Background: an optimization exercise with open tools, aiming at small area, a short achievable clock period and few clock cycles per item. Do not read the settings as production practice.
Where RTL was checked, it was by simulation tests only, not by an equivalence proof against the original.
For run 1, only the layout was checked, not whether the RTL still works.

==> flow/design.v, too long to show whole: its modules and the start of the top module <==
// module cmult_conj: 3855 lines
// module ifft_butterfly_stage: 128 lines
module ifft_butterfly_stage #(
   parameter int DW = 16,
   parameter int TW = 16,
   parameter int OW = 18
) (
   input  logic                 clk,
   input  logic                 rst,
   input  logic                 in_valid,
   output logic                 in_ready,
   input  logic signed [DW-1:0] in1_real,
   input  logic signed [DW-1:0] in1_imag,
   input  logic signed [DW-1:0] in2_real,
   input  logic signed [DW-1:0] in2_imag,
   input  logic signed [TW-1:0] twiddle_real,
   input  logic signed [TW-1:0] twiddle_imag,
   output logic                 out_valid,
   input  logic                 out_ready,
   output logic signed [OW-1:0] out1_real,
   output logic signed [OW-1:0] out1_imag,
   output logic signed [OW-1:0] out2_real,
   output logic signed [OW-1:0] out2_imag,
   output logic                 sat
);
  // ...
==> flow/run.sh <==
#!/bin/bash
# synth_recipe.tcl (not shown) runs the flow's synth.tcl, then flattens the netlist and writes it again
# the make line also repeats each setting of config.mk as NAME=value (left out here)
make -C /OpenROAD-flow-scripts/flow DESIGN_CONFIG=/design/flow/config.mk WORK_HOME=/design/flow/orfs CLKGATE_MAP_FILE= SYNTH_SCRIPT=/design/flow/synth_recipe.tcl finish
==> flow/config.mk <==
export PLATFORM = sky130hd
export DESIGN_NAME = ifft_butterfly_stage
export DESIGN_NICKNAME = ifft_butterfly_stage
export VERILOG_FILES = /design/flow/design.v
export SDC_FILE = /design/flow/constraint.sdc
export NUM_CORES = 4
export LEC_CHECK = 0
export ABC_CLOCK_PERIOD_IN_PS = 3000
export CAP_MARGIN = 20
export CORE_MARGIN = 2
export CORE_UTILIZATION = 55
export SETUP_SLACK_MARGIN = 4.3
export SLEW_MARGIN = 20
export TNS_END_PERCENT = 30
==> flow/constraint.sdc <==
create_clock -name core_clock -period 7.5 [get_ports {clk}]
set_input_delay 1.5000 -clock core_clock [delete_from_list [all_inputs] [get_ports {clk}]]
set_output_delay 1.5000 -clock core_clock [all_outputs]
set_load 0.01 [all_outputs]
==> metrics.log, run 1 <==
INFO  metric slowest_stage = sky130_fd_sc_hd__fa_1
INFO  metric synth_xor_xnor_area_share = 0.132
INFO  metric synth.cells.most_frequent = 536 x sky130_fd_sc_hd__edfxtp_1, 514 x sky130_fd_sc_hd__a22oi_1, 468 x sky130_fd_sc_hd__fa_1
INFO  metric postRouteWirelength = about 140000 µm
INFO  metric buffers_added_on_ports = 174
INFO  metric layout.cells.most_common_list = 536 x sky130_fd_sc_hd__edfxtp_1, 437 x sky130_fd_sc_hd__a22oi_1, 422 x sky130_fd_sc_hd__xnor2_1, 407 x sky130_fd_sc_hd__fa_1, 362 x sky130_fd_sc_hd__inv_1
INFO  metric vias_per_cell = between 6 and 7
INFO  metric finalCriticalPeriod = 4.39 ns
INFO  metric reg_to_reg_end = o2i_q[2]
INFO  metric grt_use_met3 = 0.0894
INFO  metric destination_of_the_worst_hold_path = sr2_q[1]
INFO  metric synth.distinct_cells = 70
INFO  metric main_combinational_cell_family_by_area_after_synthesis = adder cells
INFO  metric final_design_area_no_fill = 54800 µm²
INFO  metric io_pins = between 150 and 200
INFO  metric area_dominant_class = multi-input combinational cells
INFO  metric postSynthRegisterBits = 541
INFO  metric final_layout_size_suffix_gt1_frac = 0.214
INFO  metric run_status = no timing/DRC/antenna violations
INFO  metric combined_area_of_the_multi_input_logic_cells = 27600 µm²
INFO  metric post-synth-top-area-fraction = 0.361
INFO  metric grt_pass1_wl = 215000 µm
INFO  metric gr-max-usage-layer = met2
INFO  metric hold_wc_path_type = register to register
INFO  metric timing.critical_path.fanout_max = 8
INFO  metric grt_setup_unrepaired = yes
INFO  metric drtPass1Iterations = 6
INFO  metric cpPeakStageDelay = 0.58 ns
INFO  metric area.share.sequential = 0.296
INFO  metric synth-simple-area-share = 0.0310
INFO  metric cts.repair.resized = 630
INFO  metric crit_path_end = o2i_q[2]
INFO  metric holdWs = 0.416 ns
INFO  metric track_usage = 0.347
INFO  metric cts_buffers = 60
INFO  metric final_antenna_net_count = 0
INFO  metric sequential_share_of_the_synthesized_area = 0.364
==> module ifft_butterfly_stage, before the edit <==
module ifft_butterfly_stage #(
   parameter int DW = 16,
   parameter int TW = 16,
   parameter int OW = 18
) (
   input  logic                 clk,
   input  logic                 rst,
   input  logic                 in_valid,
   output logic                 in_ready,
   input  logic signed [DW-1:0] in1_real,
   input  logic signed [DW-1:0] in1_imag,
   input  logic signed [DW-1:0] in2_real,
   input  logic signed [DW-1:0] in2_imag,
   input  logic signed [TW-1:0] twiddle_real,
   input  logic signed [TW-1:0] twiddle_imag,
   output logic                 out_valid,
   input  logic                 out_ready,
   output logic signed [OW-1:0] out1_real,
   output logic signed [OW-1:0] out1_imag,
   output logic signed [OW-1:0] out2_real,
   output logic signed [OW-1:0] out2_imag,
   output logic                 sat
);
   logic        adv, clip, ld3, fire3;
   logic        v1_q, v2_q, v3_q, vs_q, sat_q;
   logic        clips_q;
   logic [16:0] srs_q, sis_q;
   logic [17:0] o2rs_q, o2is_q;
   logic [16:0] sr1_q, si1_q, sr2_q, si2_q, sr3_q, si3_q;
   logic [16:0] dr1_q, di1_q;
   logic [7:0]  one_r, two_r, neg_r, one_i, two_i, neg_i;
   logic [7:0]  oner_q, twor_q, negr_q, onei_q, twoi_q, negi_q;
   logic [17:0] re_d, im_d, o2r_q, o2i_q;
   assign adv      = !vs_q;
   assign in_ready = adv;
   assign fire3    = v3_q && out_ready;
   assign ld3      = !v3_q || out_ready;
   always_comb begin
      for (int j = 0; j < 8; j++) begin
         logic rb2, rb1, rb0, ib2, ib1, ib0;
         rb2 = twiddle_real[2*j+1];
         rb1 = twiddle_real[2*j];
         rb0 = (j == 0) ? 1'b0 : twiddle_real[2*j-1];
         ib2 = twiddle_imag[2*j+1];
         ib1 = twiddle_imag[2*j];
         ib0 = (j == 0) ? 1'b0 : twiddle_imag[2*j-1];
         one_r[j] = rb1 ^ rb0;
         two_r[j] = (rb2 & ~rb1 & ~rb0) | (~rb2 & rb1 & rb0);
         neg_r[j] = rb2;
         one_i[j] = ib1 ^ ib0;
         two_i[j] = (ib2 & ~ib1 & ~ib0) | (~ib2 & ib1 & ib0);
         neg_i[j] = ib2;
      end
   end
   always_ff @(posedge clk or posedge rst) begin
      if (rst) begin
         v1_q  <= 1'b0;
         v2_q  <= 1'b0;
         v3_q  <= 1'b0;
         vs_q  <= 1'b0;
         sat_q <= 1'b0;
      end else begin
         if (adv) begin
            v1_q <= in_valid;
            v2_q <= v1_q;
         end
         if (ld3) begin
            v3_q  <= vs_q | v2_q;
            sat_q <= sat_q | (vs_q ? clips_q : (v2_q & clip));
         end
         if (vs_q) begin
            if (ld3) vs_q <= 1'b0;
         end else if (!ld3) begin
            vs_q <= v2_q;
         end
      end
   end
   always_ff @(posedge clk) begin
      if (adv) begin
         sr1_q  <= {in1_real[15], in1_real} + {in2_real[15], in2_real};
         si1_q  <= {in1_imag[15], in1_imag} + {in2_imag[15], in2_imag};
         dr1_q  <= {in1_real[15], in1_real} - {in2_real[15], in2_real};
         di1_q  <= {in1_imag[15], in1_imag} - {in2_imag[15], in2_imag};
         oner_q <= one_r;
         twor_q <= two_r;
         negr_q <= neg_r;
         onei_q <= one_i;
         twoi_q <= two_i;
         negi_q <= neg_i;
         sr2_q  <= sr1_q;
         si2_q  <= si1_q;
      end
      if (!vs_q && !ld3) begin
         srs_q   <= sr2_q;
         sis_q   <= si2_q;
         o2rs_q  <= re_d;
         o2is_q  <= im_d;
         clips_q <= clip;
      end
      if (ld3) begin
         sr3_q <= vs_q ? srs_q  : sr2_q;
         si3_q <= vs_q ? sis_q  : si2_q;
         o2r_q <= vs_q ? o2rs_q : re_d;
         o2i_q <= vs_q ? o2is_q : im_d;
      end
   end
   cmult_conj uMult (
      .clk    (clk),
      .adv_i  (adv),
      .dr     (dr1_q),
      .di     (di1_q),
      .one_r  (oner_q),
      .two_r  (twor_q),
      .neg_r  (negr_q),
      .one_i  (onei_q),
      .two_i  (twoi_q),
      .neg_i  (negi_q),
      .re_o   (re_d),
      .im_o   (im_d),
      .clip_o (clip)
   );
   assign out_valid = v3_q;
   assign out1_real = {sr3_q[16], sr3_q};
   assign out1_imag = {si3_q[16], si3_q};
   assign out2_real = o2r_q;
   assign out2_imag = o2i_q;
   assign sat       = sat_q;
endmodule
==> inputs of run 2 (changes only) <==
--- a/flow/design.v
+++ b/flow/design.v
@@ -15,19 +15,18 @@
    input  logic [16:0] dr,
    input  logic [16:0] di,
    input  logic [7:0]  one_r,
    input  logic [7:0]  two_r,
    input  logic [7:0]  neg_r,
    input  logic [7:0]  one_i,
    input  logic [7:0]  two_i,
    input  logic [7:0]  neg_i,
-   output logic [17:0] re_o,
-   output logic [17:0] im_o,
-   output logic        clip_o
+   output logic [18:0] re_o,
+   output logic [18:0] im_o
 );
    logic re_pp1;
    logic re_pp2;
    logic re_pp3;
    logic re_pp4;
    logic re_pp5;
    logic re_pp6;
    logic re_pp7;
@@ -1928,21 +1927,19 @@
    logic im_q29_3;
    logic im_q30_0;
    logic im_q30_1;
    logic im_q30_2;
    logic im_q30_3;
    logic im_q31_0;
    logic im_q31_1;
    logic [32:0] re_a, re_b, re_v;
-   logic re_clip;
-   logic [17:0] re_res;
+   logic [18:0] re_res;
    logic [32:0] im_a, im_b, im_v;
-   logic im_clip;
-   logic [17:0] im_res;
+   logic [18:0] im_res;
    always_ff @(posedge clk) begin
       if (adv_i) begin
          re_q0_0 <= re_pp1;
          re_q0_1 <= neg_r[0];
          re_q0_2 <= re_pp145;
          re_q0_3 <= neg_i[0];
          re_q1_0 <= re_pp2;
          re_q1_1 <= re_pp146;
@@ -3018,18 +3015,17 @@
    assign re_c826 = (re_s761 & re_q29_3) | (re_s761 & re_c760) | (re_q29_3 & re_c760);
    assign re_s827 = re_s763 ^ re_q30_3 ^ re_c762;
    assign re_c828 = (re_s763 & re_q30_3) | (re_s763 & re_c762) | (re_q30_3 & re_c762);
    assign re_s829 = re_s765 ^ re_c764 ^ 1'b1;
    assign re_c830 = (re_s765 & re_c764) | (re_s765 & 1'b1) | (re_c764 & 1'b1);
    assign re_a = {re_c766, re_s829, re_s827, re_s825, re_s823, re_s821, re_s819, re_s817, re_s815, re_s813, re_s811, re_s809, re_s807, re_s805, re_s803, re_s801, re_s799, re_s797, re_s795, re_s793, re_s791, re_s789, re_s787, re_s785, re_s783, re_s781, re_s779, re_s777, re_s775, re_s773, re_s771, re_s769, re_s767};
    assign re_b = {re_c830, re_c828, re_c826, re_c824, re_c822, re_c820, re_c818, re_c816, re_c814, re_c812, re_c810, re_c808, re_c806, re_c804, re_c802, re_c800, re_c798, re_c796, re_c794, re_c792, re_c790, re_c788, re_c786, re_c784, re_c782, re_c780, re_c778, re_c776, re_c774, re_c772, re_c770, re_c768, re_q0_3};
    assign re_v = re_a + re_b;
-   assign re_clip = re_v[32] ^ re_v[31];
-   assign re_res = re_clip ? {re_v[32], {17{~re_v[32]}}} : re_v[31:14];
+   assign re_res = re_v[32:14];
    assign im_pp831 = ((one_r[0] & di[0]) ^ neg_r[0]);
    assign im_pp832 = (((one_r[0] & di[1]) | (two_r[0] & di[0])) ^ neg_r[0]);
    assign im_pp833 = (((one_r[0] & di[2]) | (two_r[0] & di[1])) ^ neg_r[0]);
    assign im_pp834 = (((one_r[0] & di[3]) | (two_r[0] & di[2])) ^ neg_r[0]);
    assign im_pp835 = (((one_r[0] & di[4]) | (two_r[0] & di[3])) ^ neg_r[0]);
    assign im_pp836 = (((one_r[0] & di[5]) | (two_r[0] & di[4])) ^ neg_r[0]);
    assign im_pp837 = (((one_r[0] & di[6]) | (two_r[0] & di[5])) ^ neg_r[0]);
    assign im_pp838 = (((one_r[0] & di[7]) | (two_r[0] & di[6])) ^ neg_r[0]);
@@ -3853,21 +3849,19 @@
    assign im_c1656 = (im_s1591 & im_q29_3) | (im_s1591 & im_c1590) | (im_q29_3 & im_c1590);
    assign im_s1657 = im_s1593 ^ im_q30_3 ^ im_c1592;
    assign im_c1658 = (im_s1593 & im_q30_3) | (im_s1593 & im_c1592) | (im_q30_3 & im_c1592);
    assign im_s1659 = im_s1595 ^ im_c1594 ^ 1'b1;
    assign im_c1660 = (im_s1595 & im_c1594) | (im_s1595 & 1'b1) | (im_c1594 & 1'b1);
    assign im_a = {im_c1596, im_s1659, im_s1657, im_s1655, im_s1653, im_s1651, im_s1649, im_s1647, im_s1645, im_s1643, im_s1641, im_s1639, im_s1637, im_s1635, im_s1633, im_s1631, im_s1629, im_s1627, im_s1625, im_s1623, im_s1621, im_s1619, im_s1617, im_s1615, im_s1613, im_s1611, im_s1609, im_s1607, im_s1605, im_s1603, im_s1601, im_s1599, im_s1597};
    assign im_b = {im_c1660, im_c1658, im_c1656, im_c1654, im_c1652, im_c1650, im_c1648, im_c1646, im_c1644, im_c1642, im_c1640, im_c1638, im_c1636, im_c1634, im_c1632, im_c1630, im_c1628, im_c1626, im_c1624, im_c1622, im_c1620, im_c1618, im_c1616, im_c1614, im_c1612, im_c1610, im_c1608, im_c1606, im_c1604, im_c1602, im_c1600, im_c1598, im_q0_3};
    assign im_v = im_a + im_b;
-   assign im_clip = im_v[32] ^ im_v[31];
-   assign im_res = im_clip ? {im_v[32], {17{~im_v[32]}}} : im_v[31:14];
+   assign im_res = im_v[32:14];
    assign re_o   = re_res;
    assign im_o   = im_res;
-   assign clip_o = re_clip | im_clip;
 endmodule
 module ifft_butterfly_stage #(
    parameter int DW = 16,
    parameter int TW = 16,
    parameter int OW = 18
 ) (
    input  logic                 clk,
    input  logic                 rst,
@@ -3882,30 +3876,25 @@
    output logic                 out_valid,
    input  logic                 out_ready,
    output logic signed [OW-1:0] out1_real,
    output logic signed [OW-1:0] out1_imag,
    output logic signed [OW-1:0] out2_real,
    output logic signed [OW-1:0] out2_imag,
    output logic                 sat
 );
-   logic        adv, clip, ld3, fire3;
-   logic        v1_q, v2_q, v3_q, vs_q, sat_q;
-   logic        clips_q;
-   logic [16:0] srs_q, sis_q;
-   logic [17:0] o2rs_q, o2is_q;
+   logic        adv, clipr, clipi, clip3;
+   logic        v1_q, v2_q, v3_q, sat_q;
    logic [16:0] sr1_q, si1_q, sr2_q, si2_q, sr3_q, si3_q;
    logic [16:0] dr1_q, di1_q;
    logic [7:0]  one_r, two_r, neg_r, one_i, two_i, neg_i;
    logic [7:0]  oner_q, twor_q, negr_q, onei_q, twoi_q, negi_q;
-   logic [17:0] re_d, im_d, o2r_q, o2i_q;
-   assign adv      = !vs_q;
+   logic [18:0] re_d, im_d, pr3_q, pi3_q;
+   assign adv      = !v3_q || out_ready;
    assign in_ready = adv;
-   assign fire3    = v3_q && out_ready;
-   assign ld3      = !v3_q || out_ready;
    always_comb begin
       for (int j = 0; j < 8; j++) begin
          logic rb2, rb1, rb0, ib2, ib1, ib0;
          rb2 = twiddle_real[2*j+1];
          rb1 = twiddle_real[2*j];
          rb0 = (j == 0) ? 1'b0 : twiddle_real[2*j-1];
          ib2 = twiddle_imag[2*j+1];
          ib1 = twiddle_imag[2*j];
@@ -3913,36 +3902,31 @@
          one_r[j] = rb1 ^ rb0;
          two_r[j] = (rb2 & ~rb1 & ~rb0) | (~rb2 & rb1 & rb0);
          neg_r[j] = rb2;
          one_i[j] = ib1 ^ ib0;
          two_i[j] = (ib2 & ~ib1 & ~ib0) | (~ib2 & ib1 & ib0);
          neg_i[j] = ib2;
       end
    end
+   assign clipr = pr3_q[18] ^ pr3_q[17];
+   assign clipi = pi3_q[18] ^ pi3_q[17];
+   assign clip3 = v3_q & (clipr | clipi);
    always_ff @(posedge clk or posedge rst) begin
       if (rst) begin
          v1_q  <= 1'b0;
          v2_q  <= 1'b0;
          v3_q  <= 1'b0;
-         vs_q  <= 1'b0;
          sat_q <= 1'b0;
       end else begin
+         sat_q <= sat_q | clip3;
          if (adv) begin
             v1_q <= in_valid;
             v2_q <= v1_q;
-         end
-         if (ld3) begin
-            v3_q  <= vs_q | v2_q;
-            sat_q <= sat_q | (vs_q ? clips_q : (v2_q & clip));
-         end
-         if (vs_q) begin
-            if (ld3) vs_q <= 1'b0;
-         end else if (!ld3) begin
-            vs_q <= v2_q;
+            v3_q <= v2_q;
          end
       end
    end
    always_ff @(posedge clk) begin
       if (adv) begin
          sr1_q  <= {in1_real[15], in1_real} + {in2_real[15], in2_real};
          si1_q  <= {in1_imag[15], in1_imag} + {in2_imag[15], in2_imag};
          dr1_q  <= {in1_real[15], in1_real} - {in2_real[15], in2_real};
@@ -3950,45 +3934,35 @@
          oner_q <= one_r;
          twor_q <= two_r;
          negr_q <= neg_r;
          onei_q <= one_i;
          twoi_q <= two_i;
          negi_q <= neg_i;
          sr2_q  <= sr1_q;
          si2_q  <= si1_q;
-      end
-      if (!vs_q && !ld3) begin
-         srs_q   <= sr2_q;
-         sis_q   <= si2_q;
-         o2rs_q  <= re_d;
-         o2is_q  <= im_d;
-         clips_q <= clip;
-      end
-      if (ld3) begin
-         sr3_q <= vs_q ? srs_q  : sr2_q;
-         si3_q <= vs_q ? sis_q  : si2_q;
-         o2r_q <= vs_q ? o2rs_q : re_d;
-         o2i_q <= vs_q ? o2is_q : im_d;
+         sr3_q  <= sr2_q;
+         si3_q  <= si2_q;
+         pr3_q  <= re_d;
+         pi3_q  <= im_d;
       end
    end
    cmult_conj uMult (
       .clk    (clk),
       .adv_i  (adv),
       .dr     (dr1_q),
       .di     (di1_q),
       .one_r  (oner_q),
       .two_r  (twor_q),
       .neg_r  (negr_q),
       .one_i  (onei_q),
       .two_i  (twoi_q),
       .neg_i  (negi_q),
       .re_o   (re_d),
-      .im_o   (im_d),
-      .clip_o (clip)
+      .im_o   (im_d)
    );
    assign out_valid = v3_q;
    assign out1_real = {sr3_q[16], sr3_q};
    assign out1_imag = {si3_q[16], si3_q};
-   assign out2_real = o2r_q;
-   assign out2_imag = o2i_q;
-   assign sat       = sat_q;
+   assign out2_real = clipr ? {pr3_q[18], {17{~pr3_q[18]}}} : pr3_q[17:0];
+   assign out2_imag = clipi ? {pi3_q[18], {17{~pi3_q[18]}}} : pi3_q[17:0];
+   assign sat       = sat_q | clip3;
 endmodule
==> flow/config.mk (replaced) <==
export PLATFORM = sky130hd
export DESIGN_NAME = ifft_butterfly_stage
export DESIGN_NICKNAME = ifft_butterfly_stage
export VERILOG_FILES = /design/flow/design.v
export SDC_FILE = /design/flow/constraint.sdc
export NUM_CORES = 4
export LEC_CHECK = 0
export ABC_CLOCK_PERIOD_IN_PS = 2000
export CAP_MARGIN = 20
export CORE_MARGIN = 2
export CORE_UTILIZATION = 55
export SETUP_SLACK_MARGIN = 3.9
export SLEW_MARGIN = 20
export TNS_END_PERCENT = 20
==> run 2 against run 1 <==
  * Sequential share of layout area down 0.30 points
  * Cell count is 6.7% lower
==> metrics.log, run 2 <==
INFO  metric die_width = 280 µm (was 289 µm)
INFO  metric design.core.area = 75700 µm² (was 80400 µm²)
INFO  metric destination_of_the_worst_hold_path = sr2_q[16] (was sr2_q[1])
INFO  metric postRouteWirelength = 130000 µm (was 144000 µm)
INFO  metric synth_xor_xnor_area_share = 0.140 (was 0.132)
INFO  metric run_status = no timing/DRC/antenna violations (unchanged)
INFO  metric hold_start = sr1_q[16] (was sr1_q[1])
INFO  metric drtPass1Iterations = 6 (unchanged)
INFO  metric track_usage = 0.331 (was 0.347)
INFO  metric final_layout_size_suffix_gt1_frac = 0.107 (was 0.214)
INFO  metric clock_path_buffers = 3 (unchanged)
INFO  metric worst-setup-path-type = register to register (unchanged)
INFO  metric timing.final.max_slew_violations = 0 (unchanged)
INFO  metric fillerInstances = 5883 (was 5820)
INFO  metric achievable-frequency = 0.268 GHz (was 0.228 GHz)
INFO  metric detailed_place.area = 44400 µm² (was 47200 µm²)
INFO  metric hold_viol = 0 (unchanged)
INFO  metric tritoncts = yes (unchanged)
INFO  metric yosys.cell_count.top_type = sky130_fd_sc_hd__a22oi_1 (was sky130_fd_sc_hd__edfxtp_1)
INFO  metric reg2reg_setup_slack = 3.77 ns (was 3.11 ns)
INFO  metric synth-simple-area-share = 0.0369 (was 0.0310)
INFO  metric synth.largest_area_cell = sky130_fd_sc_hd__edfxtp_1 (unchanged)
INFO  metric finalCriticalPeriod = 3.73 ns (was 4.39 ns)
INFO  metric die_ar = 78500 µm² (was 83300 µm²)
INFO  metric start_kind = register (unchanged)
INFO  metric cts_buffers = 54 (was 60)
INFO  metric detailroute.via_count = 30158 (was 32564)
INFO  metric area.growth.synth_to_final = 14.9% (was 23.1%)
INFO  metric final_antenna_net_count = 0 (unchanged)
INFO  metric synth-compound-area-share = 0.135 (was 0.129)
INFO  metric worstHoldPathCells = 0 (unchanged)
INFO  metric largest_registers = pi3_q x19, pr3_q x19
INFO  metric mostFrequentLayoutCell = sky130_fd_sc_hd__a22oi_1 (was sky130_fd_sc_hd__edfxtp_1)
INFO  metric vias_per_cell = 6.31 (was 6.35)
INFO  metric buffers_added_on_ports = 174 (unchanged)
INFO  metric sequential_share_of_the_synthesized_area = 0.337 (was 0.364)
INFO  metric postSynthRegisterBits = 471 (was 541)
INFO  metric fin_tns_setup = 0 ns (unchanged)
INFO  metric synth_area = 41900 µm² (was 44500 µm²)
INFO  metric yosys_most_used_dff = sky130_fd_sc_hd__edfxtp_1 (unchanged)
INFO  metric cts.root.buffer_cell = sky130_fd_sc_hd__clkbuf_16 (unchanged)
INFO  metric synthCells = 3680 (was 3765)
INFO  metric floorplan.initialDensity = 0.554 (about the same)
INFO  metric synth.avg_cell_area = 11.4 µm² (was 11.8 µm²)
INFO  metric synth-warning-count = 2 (unchanged)
INFO  metric routed_wire_length_per_instance = 27.2 µm (was 28.1 µm)
INFO  metric final_replace_weighted_congestion = 0.882 (was 0.854)
INFO  metric vertical_die_dimension = 280 µm (was 289 µm)
INFO  metric reg_to_reg_end = pi3_q[13] (was o2i_q[2])
INFO  metric layout.cells.most_common_list = 502 x sky130_fd_sc_hd__a22oi_1, 467 x sky130_fd_sc_hd__edfxtp_1, 463 x sky130_fd_sc_hd__fa_1, 441 x sky130_fd_sc_hd__xnor2_1, 426 x sky130_fd_sc_hd__inv_1 (was 536 x sky130_fd_sc_hd__edfxtp_1, 437 x sky130_fd_sc_hd__a22oi_1, 422 x sky130_fd_sc_hd__xnor2_1, 407 x sky130_fd_sc_hd__fa_1, 362 x sky130_fd_sc_hd__inv_1)
INFO  metric place_hpwl = 76600 µm (was 82500 µm)
INFO  metric clk_latency = 0.65 ns (was 0.67 ns)
INFO  metric post-route-drc-count = 0 (unchanged)
INFO  metric hold_wc_path_type = register to register (unchanged)
INFO  metric finalCritPeriodShare = 0.497 (was 0.585)
INFO  metric cts_num_sinks = 471 (was 541)
INFO  metric worstPathRequired = 7.87 ns (was 8.03 ns)
INFO  metric synth_enable_flop_cells = 467 (was 536)
INFO  metric grt_pass1_wl = 195000 µm (was 215000 µm)
INFO  metric timing.reg2reg.worst_path_depth = 11 (was 14)
INFO  metric synthMuxAreaShare = 0.00361 (was 0.0191)
INFO  metric final_design_area_no_fill = 48200 µm² (was 54800 µm²)
INFO  metric worst_slew_pin_slew = 0.966 ns (was 1.07 ns)
INFO  metric main_combinational_cell_family_by_area_after_synthesis = adder cells (unchanged)
INFO  metric antenna_found_initial = 1 (was 3)
INFO  metric core_rows = 101 (was 104)
INFO  metric post-synth-top-area-fraction = 0.334 (was 0.361)
INFO  metric globalRoute.totalOverflow = 0 (unchanged)
INFO  metric setup_violations = 0 (unchanged)
INFO  metric synthAdderAreaFrac = 0.281 (was 0.264)
INFO  metric fin_skew = 0.0426 ns (was 0.0415 ns)
INFO  metric worst_setup_hold_path_clk_slew = 0.06 ns (about the same)
INFO  metric first_global_vias = 31665 (was 34965)
INFO  metric crit-reg2reg-launch = uMult.im_q17_0 (was uMult.im_q15_0)
INFO  metric synth.cells.most_frequent = 514 x sky130_fd_sc_hd__a22oi_1, 468 x sky130_fd_sc_hd__fa_1, 467 x sky130_fd_sc_hd__edfxtp_1 (was 536 x sky130_fd_sc_hd__edfxtp_1, 514 x sky130_fd_sc_hd__a22oi_1, 468 x sky130_fd_sc_hd__fa_1)
INFO  metric async_reset_ff_frac = 0.00849 (was 0.00924)
INFO  metric pin_count_of_the_biggest_net_entering_global_routing = 151 (was 86)
INFO  metric arrival = 4.09 ns (was 4.92 ns)
INFO  metric max_slew_margin = 0.356 (was 0.288)
INFO  metric final_net_count = 4519 (was 4771)
INFO  metric grt_setup_unrepaired = yes (unchanged)
INFO  metric timing.max_cap.violations = 0 (unchanged)
INFO  metric synth_fp_nets = 4440 (was 4521)
INFO  metric io_pins = 175 (unchanged)
INFO  metric synth_area_leaders = sky130_fd_sc_hd__edfxtp_1 33%, sky130_fd_sc_hd__fa_1 22%, sky130_fd_sc_hd__xnor2_1 9.2% (was sky130_fd_sc_hd__edfxtp_1 36%, sky130_fd_sc_hd__fa_1 21%, sky130_fd_sc_hd__a22oi_1 8.7%)
INFO  metric detailedRoute.firstIterationViolations = 3486 (was 3554)
INFO  metric timing.critical_path.fanout_max = 6 (was 8)
INFO  metric synth.distinct_cells = 68 (was 70)
INFO  metric htreeDepth = 2 (unchanged)
INFO  metric timing.critical_path.to_type = register (unchanged)
run 2: cell count changes in the layout (fill, tap and decap cells not counted), moves of 29 or more:
cell / previous run / this run
sky130_fd_sc_hd__buf_4: 161 / 75
sky130_fd_sc_hd__a21o_1: 20 / 51
sky130_fd_sc_hd__inv_1: 362 / 426
sky130_fd_sc_hd__fa_2: 61 / 5
sky130_fd_sc_hd__mux2_2: 47 / 9
sky130_fd_sc_hd__buf_12: 56 / 27
sky130_fd_sc_hd__a22oi_2: 77 / 12
sky130_fd_sc_hd__fa_1: 407 / 463
sky130_fd_sc_hd__edfxtp_1: 536 / 467
sky130_fd_sc_hd__a22oi_1: 437 / 502
run 2: how the worst max path moves through the flow:
stage / startpoint / to / slack [ns] / cells after the start
after floorplan: out_ready / in_ready / 1.26 / 1
after global placement: in2_imag[0] / si1_q[16] / 2.76 / 12
after detailed placement: in2_imag[0] / si1_q[16] / 2.75 / 12
after CTS: in1_imag[0] / di1_q[16] / 3.62 / 12
after global routing: uMult.im_q12_0 / pi3_q[18] / 3.62 / 13
final: uMult.im_q17_0 / pi3_q[13] / 3.77 / 11
run 2: cell families after synthesis:
group / after synthesis
XOR/XNOR: 669
multiplexers: 14
flip-flops: 471
AND/OR/NAND/NOR: 318
buffers and inverters: 748
adder cells (fa/ha/maj): 660
AO/OA/AOI/OAI: 800
run 2: final cells by class:
cell class	count	area (µm²)	area share
multi-input combinational	2463	25800	0.535
clock inverter	34	463	0.00960
clock buffer	66	1420	0.0294
sequential	471	14100	0.293
inverter	433	1650	0.0341
tap	978	1220	0.0254
timing repair buffer	336	3540	0.0734
antenna	1	2.50	0.0000519
run 2: through the flow:
step                std cells  hold WS, ns  setup slack [ns]   util
floorplan                3680        0.400              1.26      -
global placement         4606        0.401              2.76  0.587
detailed placement       4607        0.405              2.75  0.587
CTS                      4757        0.415              3.62  0.627
global route             4781        0.420              3.62  0.637
finish                   4782        0.415              3.77  0.637
run 2: routing by layer:
metal	up-vias	global-route usage	wire, µm
met3	444	0.0853	14500
met2	1927	0.518	58800
met1	15076	0.435	50500
met5	-	0	11
met4	2	0.147	6210
li1	12709	-	-
run 2: timing repair:
item | CTS | global route
hold buffers | 0 | 0
gates cloned | 5 | 4
setup endpoints to repair | 331 | 262
resized for setup | 193 | 198
pin swaps | 33 | 63
buffers inserted | 45 | 20
run 2: critical path, stage by stage (launching register included):
cell and delay, ns:
sky130_fd_sc_hd__edfxtp_1 0.40, sky130_fd_sc_hd__fa_1 0.51, sky130_fd_sc_hd__fa_1 0.59, sky130_fd_sc_hd__ha_4 0.24, sky130_fd_sc_hd__a21oi_4 0.15, sky130_fd_sc_hd__o21ai_1 0.10
sky130_fd_sc_hd__a2111oi_2 0.41, sky130_fd_sc_hd__o21bai_1 0.13, sky130_fd_sc_hd__o21a_1 0.22, sky130_fd_sc_hd__or2_4 0.24, sky130_fd_sc_hd__a311o_1 0.34, sky130_fd_sc_hd__xor2_1 0.15
Testbench counts of run 2, summed over its fixed seeds: cycles 16,024, items 16,000.
==> inputs of run 3 (changes only) <==
--- a/flow/config.mk
+++ b/flow/config.mk
@@ -7,3 +7,2 @@
 export LEC_CHECK = 0
-export ABC_CLOCK_PERIOD_IN_PS = 2000
 export CAP_MARGIN = 20
==> run 3 against run 2 <==
  * Still clean on timing, DRC and antenna
  * Largest cell class unchanged
  * Via count unchanged
  * Design area unchanged
  * Clock-buffer cell count unchanged
  * Global-route usage unchanged
  * Cell count unchanged
  * Hold slack unchanged
  * First-iteration DRC count unchanged
  * Core utilization unchanged
  * Worst setup slack unchanged
  * Clock skew unchanged
  * Die area unchanged
==> metrics.log, run 3 <==
INFO  metric setup_violations = 0 (unchanged)
INFO  metric detailedRoute.firstIterationViolations = 3486 (unchanged)
INFO  metric synth.avg_cell_area = 11.4 µm² (unchanged)
INFO  metric synth_enable_flop_cells = 467 (unchanged)
INFO  metric synth.cells.most_frequent = 514 x sky130_fd_sc_hd__a22oi_1, 468 x sky130_fd_sc_hd__fa_1, 467 x sky130_fd_sc_hd__edfxtp_1 (unchanged)
INFO  metric timing.max_cap.violations = 0 (unchanged)
INFO  metric design.core.area = 75700 µm² (unchanged)
INFO  metric vertical_die_dimension = 280 µm (unchanged)
INFO  metric start_kind = register (unchanged)
INFO  metric final_net_count = 4519 (unchanged)
INFO  metric synth.distinct_cells = 68 (unchanged)
INFO  metric worst_slew_pin_slew = 0.966 ns (unchanged)
INFO  metric async_reset_ff_frac = 0.00849 (unchanged)
INFO  metric finalCriticalPeriod = 3.73 ns (unchanged)
INFO  metric htreeDepth = 2 (unchanged)
INFO  metric yosys.cell_count.top_type = sky130_fd_sc_hd__a22oi_1 (unchanged)
INFO  metric max_slew_margin = 0.356 (unchanged)
INFO  metric worst-path-buf-inv = 0 (unchanged)
INFO  metric worst_path_most_repeated_cell = sky130_fd_sc_hd__fa_1 (unchanged)
INFO  metric synthCells = 3680 (unchanged)
INFO  metric synth_area = 41900 µm² (unchanged)
INFO  metric achievable-frequency = 0.268 GHz (unchanged)
INFO  metric hold_viol = 0 (unchanged)
INFO  metric clock_path_buffers = 3 (unchanged)
INFO  metric arrival = 4.09 ns (about the same)
INFO  metric grt_pass1_wl = 195000 µm (unchanged)
INFO  metric die_width = 280 µm (unchanged)
INFO  metric track_usage = 0.331 (unchanged)
INFO  metric tritoncts = yes (unchanged)
INFO  metric worst_setup_hold_path_clk_slew = 0.06 ns (about the same)
INFO  metric sequential_share_of_the_synthesized_area = 0.337 (unchanged)
INFO  metric fin_tns_setup = 0 ns (unchanged)
INFO  metric layout.cells.most_common_list = 502 x sky130_fd_sc_hd__a22oi_1, 467 x sky130_fd_sc_hd__edfxtp_1, 463 x sky130_fd_sc_hd__fa_1, 441 x sky130_fd_sc_hd__xnor2_1, 426 x sky130_fd_sc_hd__inv_1 (unchanged)
INFO  metric die_ar = 78500 µm² (unchanged)
INFO  metric pin_count_of_the_biggest_net_entering_global_routing = 151 (unchanged)
INFO  metric final_replace_weighted_congestion = 0.882 (unchanged)
INFO  metric grt_setup_unrepaired = yes (unchanged)
INFO  metric postSynthRegisterBits = 471 (unchanged)
INFO  metric buffers_added_on_ports = 174 (unchanged)
INFO  metric detailed_place.area = 44400 µm² (unchanged)
INFO  metric synth.largest_area_cell = sky130_fd_sc_hd__edfxtp_1 (unchanged)
INFO  metric vias_per_cell = 6.31 (unchanged)
INFO  metric routed_wire_length_per_instance = 27.2 µm (unchanged)
INFO  metric yosys_most_used_dff = sky130_fd_sc_hd__edfxtp_1 (unchanged)
INFO  metric floorplan.initialDensity = 0.554 (unchanged)
INFO  metric final_antenna_net_count = 0 (unchanged)
INFO  metric io_pins = 175 (unchanged)
INFO  metric timing.critical_path.fanout_max = 6 (unchanged)
INFO  metric place_ws = 2.75 ns (unchanged)
INFO  metric worst-setup-path-type = register to register (unchanged)
INFO  metric postRouteWirelength = 130000 µm (unchanged)
INFO  metric cts.root.buffer_cell = sky130_fd_sc_hd__clkbuf_16 (unchanged)
INFO  metric timing.final.max_slew_violations = 0 (unchanged)
INFO  metric largest_registers = pi3_q x19, pr3_q x19 (unchanged)
INFO  metric fin_skew = 0.0426 ns (unchanged)
INFO  metric timing.critical_path.to_type = register (unchanged)
INFO  metric globalRoute.totalOverflow = 0 (unchanged)
INFO  metric postLayoutSetupSlackWorst = 3.77 ns (unchanged)
INFO  metric clk_latency = 0.65 ns (about the same)
INFO  metric slowest_stage = sky130_fd_sc_hd__fa_1 (unchanged)
INFO  metric synth_area_leaders = sky130_fd_sc_hd__edfxtp_1 33%, sky130_fd_sc_hd__fa_1 22%, sky130_fd_sc_hd__xnor2_1 9.2% (unchanged)
INFO  metric mostFrequentLayoutCell = sky130_fd_sc_hd__a22oi_1 (unchanged)
INFO  metric run_status = no timing/DRC/antenna violations (unchanged)
INFO  metric crit_path_cell_trace = fa_1 > fa_1 > ha_4 > a21oi_4 > o21ai_1 > a2111oi_2 > o21bai_1 > o21a_1 > or2_4 > a311o_1 > xor2_1 (unchanged)
INFO  metric area.growth.synth_to_final = 14.9% (unchanged)
INFO  metric core_rows = 101 (unchanged)
INFO  metric cpPeakStageDelay = 0.59 ns (about the same)
INFO  metric cts_buffers = 54 (unchanged)
INFO  metric place_hpwl = 76600 µm (unchanged)
INFO  metric finalCritPeriodShare = 0.497 (unchanged)
INFO  metric post-synth-top-area-fraction = 0.334 (unchanged)
INFO  metric final_design_area_no_fill = 48200 µm² (unchanged)
INFO  metric cts_num_sinks = 471 (unchanged)
INFO  metric drtPass1Iterations = 6 (unchanged)
INFO  metric hold_wc_path_type = register to register (unchanged)
INFO  metric synth_fp_nets = 4440 (unchanged)
INFO  metric worstPathRequired = 7.87 ns (about the same)
INFO  metric synth-warning-count = 2 (unchanged)
INFO  metric antenna_found_initial = 1 (unchanged)
INFO  metric post-route-drc-count = 0 (unchanged)
INFO  metric first_global_vias = 31665 (unchanged)
INFO  metric critical_path.top_delay_family = compound AO/OA/AOI/OAI gates (unchanged)
INFO  metric final_layout_size_suffix_gt1_frac = 0.107 (unchanged)
INFO  metric detailroute.via_count = 30158 (unchanged)
run 3: what timing repair did:
action	in CTS	in global routing
endpoints found under the setup margin	331	262
setup buffers	45	20
hold buffers	0	0
endpoints found under the hold margin	0	0
gates cloned	5	4
gates resized for setup	193	198
pin swaps	33	63
run 3: layer usage:
metal,vias up,GRT usage,share of wire
met4,2,0.147,0.048
met3,444,0.0853,0.11
met1,15076,0.435,0.39
met2,1927,0.518,0.45
met5,-,0,0.000085
li1,12709,-,-
run 3: final timing paths:
check / startpoint / endpoint / slack (ns) / cells after the start
min in group asynchronous: rst / v3_q / 1.09 / 2
max in group asynchronous: rst / sat_q / 6.26 / 2
min: sr1_q[16] / sr2_q[16] / 0.41 / 0
max: uMult.im_q17_0 / pi3_q[13] / 3.77 / 11
max reg2reg: uMult.im_q17_0 / pi3_q[13] / 3.77 / 11
min reg2reg: sr1_q[16] / sr2_q[16] / 0.41 / 0
run 3: cell families (layout without fill, tap and decap cells):
family | count (synthesis) | in the layout | synth area share
flops | 471 | 471 | 0.337
mux | 14 | 14 | 0.00361
fa+ha+maj | 660 | 660 | 0.281
other cells | 0 | 1 | 0
compound gates | 800 | 800 | 0.135
xor+xnor | 669 | 669 | 0.140
buf+inv | 748 | 869 | 0.0671
simple gates | 318 | 320 | 0.0369
run 3: area by class of cell:
cell class                      instances  area [µm²]
Inverter                              433        1650
Antenna cell                            1        2.50
Sequential cell                       471       14100
Fill cell                            5883       27500
Clock inverter                         34         463
Multi-Input combinational cell       2463       25800
Timing Repair Buffer                  336        3540
Clock buffer                           66        1420
Tap cell                              978        1220
run 3: stage by stage:
step / hold slack, ns / instances / utilization
after floorplan: 0.400 / 3680 / -
after global placement: 0.401 / 4606 / 0.587
after detailed placement: 0.405 / 4607 / 0.587
after CTS: 0.415 / 4757 / 0.627
after global routing: 0.420 / 4781 / 0.637
final: 0.415 / 4782 / 0.637
==> inputs of run 4 (changes only) <==
==> flow/flow/run.sh (new file) <==
#!/bin/bash
# Layout flow: the standard flow, with two changes between synthesis and floorplan/placement.
#  1. After the standard synthesis, flow/fixpol.py removes inverters around full-adder cells by
#     complementing full adders (all three inputs and both outputs) and swapping xor2/xnor2
#     cells. Registers, ports and the logic function are unchanged.
#  2. Ports are buffered with buf_4 cells instead of the default delay-buffer cells.
# Each tool's output goes to a log file of its own in this folder.
set -euo pipefail
R=orfs/results/sky130hd/ifft_butterfly_stage/base
bash standard.sh synth > log_synth.txt 2>&1
cp "$R/1_2_yosys.v" synth_standard.v
python3 flow/fixpol.py synth_standard.v "$R/1_2_yosys.v" > log_fixpol.txt 2>&1
export BUFFER_PORTS_ARGS="-buffer_cell sky130_fd_sc_hd__buf_4"
bash standard.sh finish > log_finish.txt 2>&1
==> flow/flow/fixpol.py (new file) <==
#!/usr/bin/env python3
"""Remove inverters around full-adder cells in a flat Yosys netlist of sky130_fd_sc_hd cells.

A full adder with every input complemented computes the complement of both outputs, so each
fa cell may be "flipped": fed the complements of its inputs, its outputs then carry the
complements of its logical sum and carry. xor2 and xnor2 cells may likewise swap type to
complement their output. This picks flips by local search to need as few inverters as possible,
then rewrites the netlist: every inverter (inv_N) in the netlist is removed and one inv_1 is
made for each signal that some pin needs in the polarity its driver does not give.
Registers, ports and all other cells keep exactly the logic values they had.

usage: fixpol.py IN.v OUT.v
"""
import re
import sys

src = open(sys.argv[1]).read()

m = re.search(r"\bmodule\s+(\w+)\s*\((.*?)\);", src, re.S)
modname = m.group(1)
body_start = m.end()
endm = src.rindex("endmodule")
body = src[body_start:endm]

# statements of the module body
stmts = [s.strip() for s in body.split(";")]
decls = []
cells = []  # (type, name, [(pin, net)])
inst_re = re.compile(r"^(\S+)\s+(\S+)\s*\((.*)\)$", re.S)
pin_re = re.compile(r"\.(\w+)\s*\(\s*([^()]*?)\s*\)")
ports_out = set()
ports_in = set()
for s in stmts:
    if not s:
        continue
    if re.match(r"^(input|output|wire|inout)\b", s):
        decls.append(s)
        mm = re.match(r"^(input|output)\s+(\[(\d+):(\d+)\]\s+)?(\S+)$", s)
        if mm:
            kind, _, hi, lo, name = mm.groups()
            names = [name] if hi is None else [f"{name}[{i}]" for i in range(int(lo), int(hi) + 1)]
            (ports_out if kind == "output" else ports_in).update(names)
        continue
    if s.startswith("assign"):
        sys.exit("fixpol: assign statements are not handled")
    mm = inst_re.match(s)
    if not mm:
        sys.exit(f"fixpol: cannot parse statement: {s[:80]}")
    typ, name, pins = mm.groups()
    cells.append([typ, name, pin_re.findall(pins)])

OUTPINS = {"X", "Y", "Q", "Q_N", "SUM", "COUT", "HI", "LO"}


def short(t):
    return t.replace("sky130_fd_sc_hd__", "")


def is_inv(t):
    return re.fullmatch(r"inv_\d+", short(t)) is not None


def is_fa(t):
    return re.fullmatch(r"fa_\d+", short(t)) is not None


def is_x2(t):
    return re.fullmatch(r"x(n?)or2_\d+", short(t)) is not None


driver = {}  # net -> (cell index, pin)
for ci, (t, n, pins) in enumerate(cells):
    for p, net in pins:
        if p in OUTPINS:
            driver[net] = (ci, p)

inv_of = {}  # inverter output net -> input net
for ci, (t, n, pins) in enumerate(cells):
    if is_inv(t):
        d = dict(pins)
        inv_of[d["Y"]] = d["A"]


def lit(net):
    pol = 0
    while net in inv_of:
        net = inv_of[net]
        pol ^= 1
    return net, pol


# Inverters whose output is a port stay as they are (the port keeps its own driver).
keep_inv = set()
for ci, (t, n, pins) in enumerate(cells):
    if is_inv(t) and dict(pins)["Y"] in ports_out:
        keep_inv.add(ci)

# Flippable objects: fa cells (inputs and outputs), xor2/xnor2 cells (output only).
flip_id = {}
for ci, (t, n, pins) in enumerate(cells):
    if is_fa(t) or is_x2(t):
        flip_id[ci] = len(flip_id)
x = [0] * len(flip_id)

# consumers: list of (root, base_pol, flipper or None)
# a consumer of a fa input pin needs root^base_pol^x[fa]; a fixed consumer needs root^base_pol.
uses = {}  # root -> list of (base_pol, flipper)
pin_lit = {}  # (ci, pin) -> (root, pol)
for ci, (t, n, pins) in enumerate(cells):
    if is_inv(t) and ci not in keep_inv:
        continue
    for p, net in pins:
        if p in OUTPINS:
            continue
        if net.startswith("1'") or net == "":
            continue
        r, pol = lit(net)
        pin_lit[(ci, p)] = (r, pol)
        f = flip_id[ci] if is_fa(t) else None
        uses.setdefault(r, []).append((pol, f))
# output ports that are driven through an inverter chain without a kept inverter are not
# possible (the chain ends at a kept inverter); ports driven directly count as a fixed use
for pnet in ports_out:
    if pnet in driver and not is_inv(cells[driver[pnet][0]][0]):
        uses.setdefault(pnet, []).append((0, None))


def avail(root):
    """Polarity the physical net of root carries (0: the logical value)."""
    d = driver.get(root)
    if d is None:
        return 0
    ci = d[0]
    if ci in flip_id:
        return x[flip_id[ci]]
    return 0


def root_cost(root):
    a = avail(root)
    for pol, f in uses.get(root, []):
        need = pol ^ (x[f] if f is not None else 0)
        if need != a:
            return 1
    return 0


# roots each flipper touches: its output roots and its input roots
touch = [set() for _ in flip_id]
for ci, fi in flip_id.items():
    for p, net in cells[ci][2]:
        if p in OUTPINS:
            touch[fi].add(net)
        elif (ci, p) in pin_lit and is_fa(cells[ci][0]):
            touch[fi].add(pin_lit[(ci, p)][0])

roots_all = set(uses)
before = sum(root_cost(r) for r in roots_all)
n_inv_before = sum(1 for t, n, p in cells if is_inv(t))
improved = True
passes = 0
while improved and passes < 50:
    improved = False
    passes += 1
    for fi in range(len(x)):
        rs = touch[fi]
        c0 = sum(root_cost(r) for r in rs)
        x[fi] ^= 1
        c1 = sum(root_cost(r) for r in rs)
        if c1 < c0:
            improved = True
        else:
            x[fi] ^= 1
# simulated annealing on top of the greedy result (deterministic seed)
import math, random
rng = random.Random(12345)
cur = sum(root_cost(r) for r in roots_all)
best = cur
best_x = list(x)
n = len(x)
if n:
    steps = 3000000
    for k in range(steps):
        T = 0.6 * (1 - k / steps) + 0.01
        fi = rng.randrange(n)
        rs = touch[fi]
        c0 = sum(root_cost(r) for r in rs)
        x[fi] ^= 1
        c1 = sum(root_cost(r) for r in rs)
        dlt = c1 - c0
        if dlt <= 0 or rng.random() < math.exp(-dlt / T):
            cur += dlt
            if cur < best:
                best = cur
                best_x = list(x)
        else:
            x[fi] ^= 1
    x[:] = best_x
after = sum(root_cost(r) for r in roots_all)

# Rewrite.
new_cells = []
new_wires = []
inv_net = {}  # root -> net carrying the complement of the physical net of root


def phys(root, need):
    """Net carrying logical value root^need."""
    if need == avail(root):
        return root
    if root not in inv_net:
        nn = f"_fixpol_{len(inv_net)}_"
        inv_net[root] = nn
        new_wires.append(nn)
    return inv_net[root]


for ci, (t, n, pins) in enumerate(cells):
    if is_inv(t) and ci not in keep_inv:
        continue
    newpins = []
    for p, net in pins:
        if p in OUTPINS or (ci, p) not in pin_lit:
            newpins.append((p, net))
            continue
        r, pol = pin_lit[(ci, p)]
        need = pol ^ (x[flip_id[ci]] if is_fa(t) else 0)
        newpins.append((p, phys(r, need)))
    if is_x2(t) and x[flip_id[ci]]:
        if "__xor2_" in t:
            t = t.replace("__xor2_", "__xnor2_")
            newpins = [("Y" if p == "X" else p, net) for p, net in newpins]
        else:
            t = t.replace("__xnor2_", "__xor2_")
            newpins = [("X" if p == "Y" else p, net) for p, net in newpins]
    new_cells.append((t, n, newpins))

for pnet in ports_out:
    d = driver.get(pnet)
    if d is not None and not is_inv(cells[d[0]][0]) and avail(pnet) != 0:
        sys.exit(f"fixpol: port {pnet} would change polarity")

for i, (root, nn) in enumerate(sorted(inv_net.items(), key=lambda kv: kv[1])):
    new_cells.append(("sky130_fd_sc_hd__inv_1", f"_fixpol_inv_{i}_", [("A", root), ("Y", nn)]))

out = [src[:body_start], "\n"]
for d in decls:
    out.append(f"  {d} ;\n")
for w in new_wires:
    out.append(f"  wire {w};\n")
for t, n, pins in new_cells:
    pl = ",\n".join(f"    .{p}({net}{' ' if net.startswith(chr(92)) else ''})" for p, net in pins)
    out.append(f"  {t} {n} (\n{pl}\n  );\n")
out.append("endmodule\n")
open(sys.argv[2], "w").write("".join(out))
flipped = sum(x)
sys.stderr.write(
    f"fixpol: {len(flip_id)} flippable cells, {flipped} flipped, {passes} passes; "
    f"inverters {n_inv_before} -> {len(inv_net) + len(keep_inv)} "
    f"(needed-complement roots {before} -> {after})\n"
)
==> flow/standard.sh (new file) <==
#!/bin/bash
# synth_recipe.tcl (not shown) runs the flow's synth.tcl, then flattens the netlist and writes it again
# the make line also repeats each setting of config.mk as NAME=value (left out here)
make -C /OpenROAD-flow-scripts/flow DESIGN_CONFIG=/design/flow/config.mk WORK_HOME=/design/flow/orfs CLKGATE_MAP_FILE= SYNTH_SCRIPT=/design/flow/synth_recipe.tcl "${@:-finish}"
--- a/flow/config.mk
+++ b/flow/config.mk
@@ -10,3 +10,3 @@
 export CORE_UTILIZATION = 55
-export SETUP_SLACK_MARGIN = 3.9
+export SETUP_SLACK_MARGIN = 4.0
 export SLEW_MARGIN = 20
removed: flow/run.sh
==> run 4 against run 3 <==
  * Still clean on timing, DRC and antenna
  * Synthesized area fell by 2.5%
  * Synthesized cell count down 7.5%
  * Core utilization decreased by 0.30 points
  * Worst setup slack better by 0.0018 ns
  * Clock-buffer cell count down 4
  * First-iteration DRC count is 11% lower
  * Critical endpoint is now pi3_q[18]
==> metrics.log, run 4 <==
INFO  metric grt_setup_unrepaired = yes (unchanged)
INFO  metric achievable-frequency = 0.269 GHz (was 0.268 GHz)
INFO  metric core_rows = 100 (was 101)
INFO  metric clock_path_buffers = 3 (unchanged)
INFO  metric vias_per_cell = 6.48 (was 6.31)
INFO  metric buffers_added_on_ports = 174 (unchanged)
INFO  metric dp_cells = 4323 (was 4607)
INFO  metric vertical_die_dimension = 277 µm (was 280 µm)
INFO  metric post-route-drc-count = 0 (unchanged)
INFO  metric finalCritPeriodShare = 0.497 (about the same)
INFO  metric detailroute.via_count = 29116 (was 30158)
INFO  metric place_ws = 3.31 ns (was 2.75 ns)
INFO  metric final_antenna_net_count = 0 (unchanged)
INFO  metric fillerInstances = 5762 (was 5883)
INFO  metric setup_violations = 0 (unchanged)
INFO  metric pin_count_of_the_biggest_net_entering_global_routing = 170 (was 151)
INFO  metric worstPathRequired = 7.86 ns (was 7.87 ns)
INFO  metric start_kind = register (unchanged)
INFO  metric run_status = no timing/DRC/antenna violations (unchanged)
INFO  metric critical_path.top_delay_family = adder cells (was compound AO/OA/AOI/OAI gates)
INFO  metric die_width = 277 µm (was 280 µm)
INFO  metric timing.final.max_slew_violations = 0 (unchanged)
INFO  metric final_replace_weighted_congestion = 0.920 (was 0.882)
INFO  metric drtPass1Iterations = 6 (unchanged)
INFO  metric synth-warning-count = 2 (unchanged)
INFO  metric timing.critical_path.to_type = register (unchanged)
INFO  metric synthCells = 3403 (was 3680)
INFO  metric clk_latency = 0.65 ns (about the same)
INFO  metric worst_slew_pin_slew = 0.998 ns (was 0.966 ns)
INFO  metric first_global_vias = 31681 (was 31665)
INFO  metric fin_tns_setup = 0 ns (unchanged)
INFO  metric cts.root.buffer_cell = sky130_fd_sc_hd__clkbuf_16 (unchanged)
INFO  metric final_layout_size_suffix_gt1_frac = 0.164 (was 0.107)
INFO  metric final_net_count = 4236 (was 4519)
INFO  metric postLayoutSetupSlackWorst = 3.78 ns (was 3.77 ns)
INFO  metric track_usage = 0.334 (was 0.331)
INFO  metric worst_setup_hold_path_clk_slew = 0.06 ns (about the same)
INFO  metric crit_path_cell_trace = fa_1 > fa_2 > ha_4 > nand4_1 > buf_6 > nor2_2 > o32a_1 > a221oi_4 > buf_12 > or4_4 > a21oi_4 > or3_1 > nand3_1 (was fa_1 > fa_1 > ha_4 > a21oi_4 > o21ai_1 > a2111oi_2 > o21bai_1 > o21a_1 > or2_4 > a311o_1 > xor2_1)
INFO  metric hold_viol = 0 (unchanged)
INFO  metric cts_num_sinks = 471 (unchanged)
INFO  metric synth_fp_nets = 4163 (was 4440)
INFO  metric place_hpwl = 74500 µm (was 76600 µm)
INFO  metric design.core.area = 74100 µm² (was 75700 µm²)
INFO  metric synth.avg_cell_area = 12.0 µm² (was 11.4 µm²)
INFO  metric postRouteWirelength = 128000 µm (was 130000 µm)
INFO  metric hold_wc_path_type = register to register (unchanged)
INFO  metric max_slew_margin = 0.334 (was 0.356)
INFO  metric layout.cells.most_common_list = 488 x sky130_fd_sc_hd__a22oi_1, 472 x sky130_fd_sc_hd__xnor2_1, 467 x sky130_fd_sc_hd__edfxtp_1, 456 x sky130_fd_sc_hd__fa_1, 254 x sky130_fd_sc_hd__buf_4 (was 502 x sky130_fd_sc_hd__a22oi_1, 467 x sky130_fd_sc_hd__edfxtp_1, 463 x sky130_fd_sc_hd__fa_1, 441 x sky130_fd_sc_hd__xnor2_1, 426 x sky130_fd_sc_hd__inv_1)
INFO  metric finalCriticalPeriod = 3.72 ns (was 3.73 ns)
INFO  metric timing.max_cap.violations = 0 (unchanged)
INFO  metric detailedRoute.firstIterationViolations = 3099 (was 3486)
INFO  metric arrival = 4.09 ns (about the same)
INFO  metric grt_pass1_wl = 193000 µm (was 195000 µm)
INFO  metric cpPeakStageDelay = 0.57 ns (was 0.59 ns)
INFO  metric cts_buffers = 53 (was 54)
INFO  metric routed_wire_length_per_instance = 28.5 µm (was 27.2 µm)
INFO  metric htreeDepth = 2 (unchanged)
INFO  metric mostFrequentLayoutCell = sky130_fd_sc_hd__a22oi_1 (unchanged)
INFO  metric floorplan.initialDensity = 0.552 (was 0.554)
INFO  metric io_pins = 175 (unchanged)
INFO  metric holdWs = 0.418 ns (was 0.415 ns)
INFO  metric antenna_found_initial = 2 (was 1)
INFO  metric final_cell_count_no_fill = 4490 (was 4782)
INFO  metric area.growth.synth_to_final = 14.8% (was 14.9%)
INFO  metric timing.critical_path.fanout_max = 4 (was 6)
INFO  metric fin_skew = 0.0369 ns (was 0.0426 ns)
INFO  metric tritoncts = yes (unchanged)
INFO  metric worst-setup-path-type = register to register (unchanged)
INFO  metric slowest_stage = sky130_fd_sc_hd__fa_1 (unchanged)
INFO  metric synth_area = 40900 µm² (was 41900 µm²)
INFO  metric antenna_cells = 0 (was 1)
INFO  metric globalRoute.totalOverflow = 0 (unchanged)
INFO  metric worst-path-buf-inv = 2 (was 0)
INFO  metric die_ar = 76600 µm² (was 78500 µm²)
INFO  metric largest_registers = pi3_q x19, pr3_q x19 (unchanged)
INFO  metric finish.utilization = 0.634 (was 0.637)
[run 4: what timing repair did]
action / 4_1_cts / 5_1_grt
hold buffers: 0 / 0
resized for setup: 109 / 264
pin swaps: 42 / 80
setup endpoints to repair: 238 / 205
gates cloned: 3 / 1
setup buffers: 43 / 20
[run 4: per-stage QoR]
step	instance area, µm²
after global routing	47000
after floorplan	40900
after detailed placement	42900
after CTS	45700
final	47000
after global placement	42900
[run 4: worst register-to-register path: cells and delay by family, from the launching register on]
| family | cells | cell delay (ns) |
|---|---|---|
| flip-flops | 1 | 0.41 |
| AND/OR/NAND/NOR | 5 | 0.95 |
| buffers and inverters | 2 | 0.32 |
| AO/OA/AOI/OAI | 3 | 0.50 |
| adder cells (fa/ha/maj) | 3 | 1.32 |
[run 4: layout make-up]
cell class | instances | area [µm²] | share of cell area
Clock buffer | 62 | 1380 | 0.0294
Multi-Input combinational cell | 2463 | 26000 | 0.554
Inverter | 156 | 593 | 0.0126
Tap cell | 969 | 1210 | 0.0258
Clock inverter | 38 | 443 | 0.00943
Timing Repair Buffer | 331 | 3180 | 0.0677
Sequential cell | 471 | 14100 | 0.301
[run 4: routing by layer]
| metal | GRT usage | up-vias | wire [µm] |
|---|---|---|---|
| li1 | - | 12141 | - |
| met1 | 0.426 | 14531 | 47700 |
| met2 | 0.526 | 1972 | 58200 |
| met3 | 0.105 | 468 | 15800 |
| met4 | 0.149 | 4 | 5970 |
| met5 | 0.00688 | - | 76 |
[run 4: worst paths after layout]
kind | startpoint | to | slack, ns | cells past startpoint
worst max-delay path | uMult.im_q12_0 | pi3_q[18] | 3.78 | 13
worst min-delay path | si2_q[14] | si3_q[14] | 0.42 | 0
worst max register to register | uMult.im_q12_0 | pi3_q[18] | 3.78 | 13
worst min register to register | si2_q[14] | si3_q[14] | 0.42 | 0
max in group asynchronous | rst | v1_q | 6.59 | 2
min in group asynchronous | rst | v3_q | 0.76 | 2

## re-timing with driven ports
Ports are ideal in the flow. The routed layouts listed here were re-timed in OpenROAD. Step 1 assumes that a clkbuf_16 drives the clock port and a buf_2 every other input. Step 2 moves the port delays by t, midway between the first and last clock arrival at a register: inputs arrive t later, outputs are due t later. That takes back most of the time a late clock gives input paths. a / b / c = ideal ports / drivers / drivers and shift; a / b = the first two.
run | shift t [ns] | setup slack, ns | worst data-port slew with drivers (ns)
run 1 | 0.722 | 3.110 / 3.110 / 3.110 | 0.08
run 2 | 0.701 | 3.774 / 3.774 / 3.333 | 0.06
run 3 | 0.701 | 3.774 / 3.774 / 3.333 | 0.06
run 4 | 0.698 | 3.776 / 3.776 / 3.370 | 0.07
After both steps every run listed still meets setup and hold.
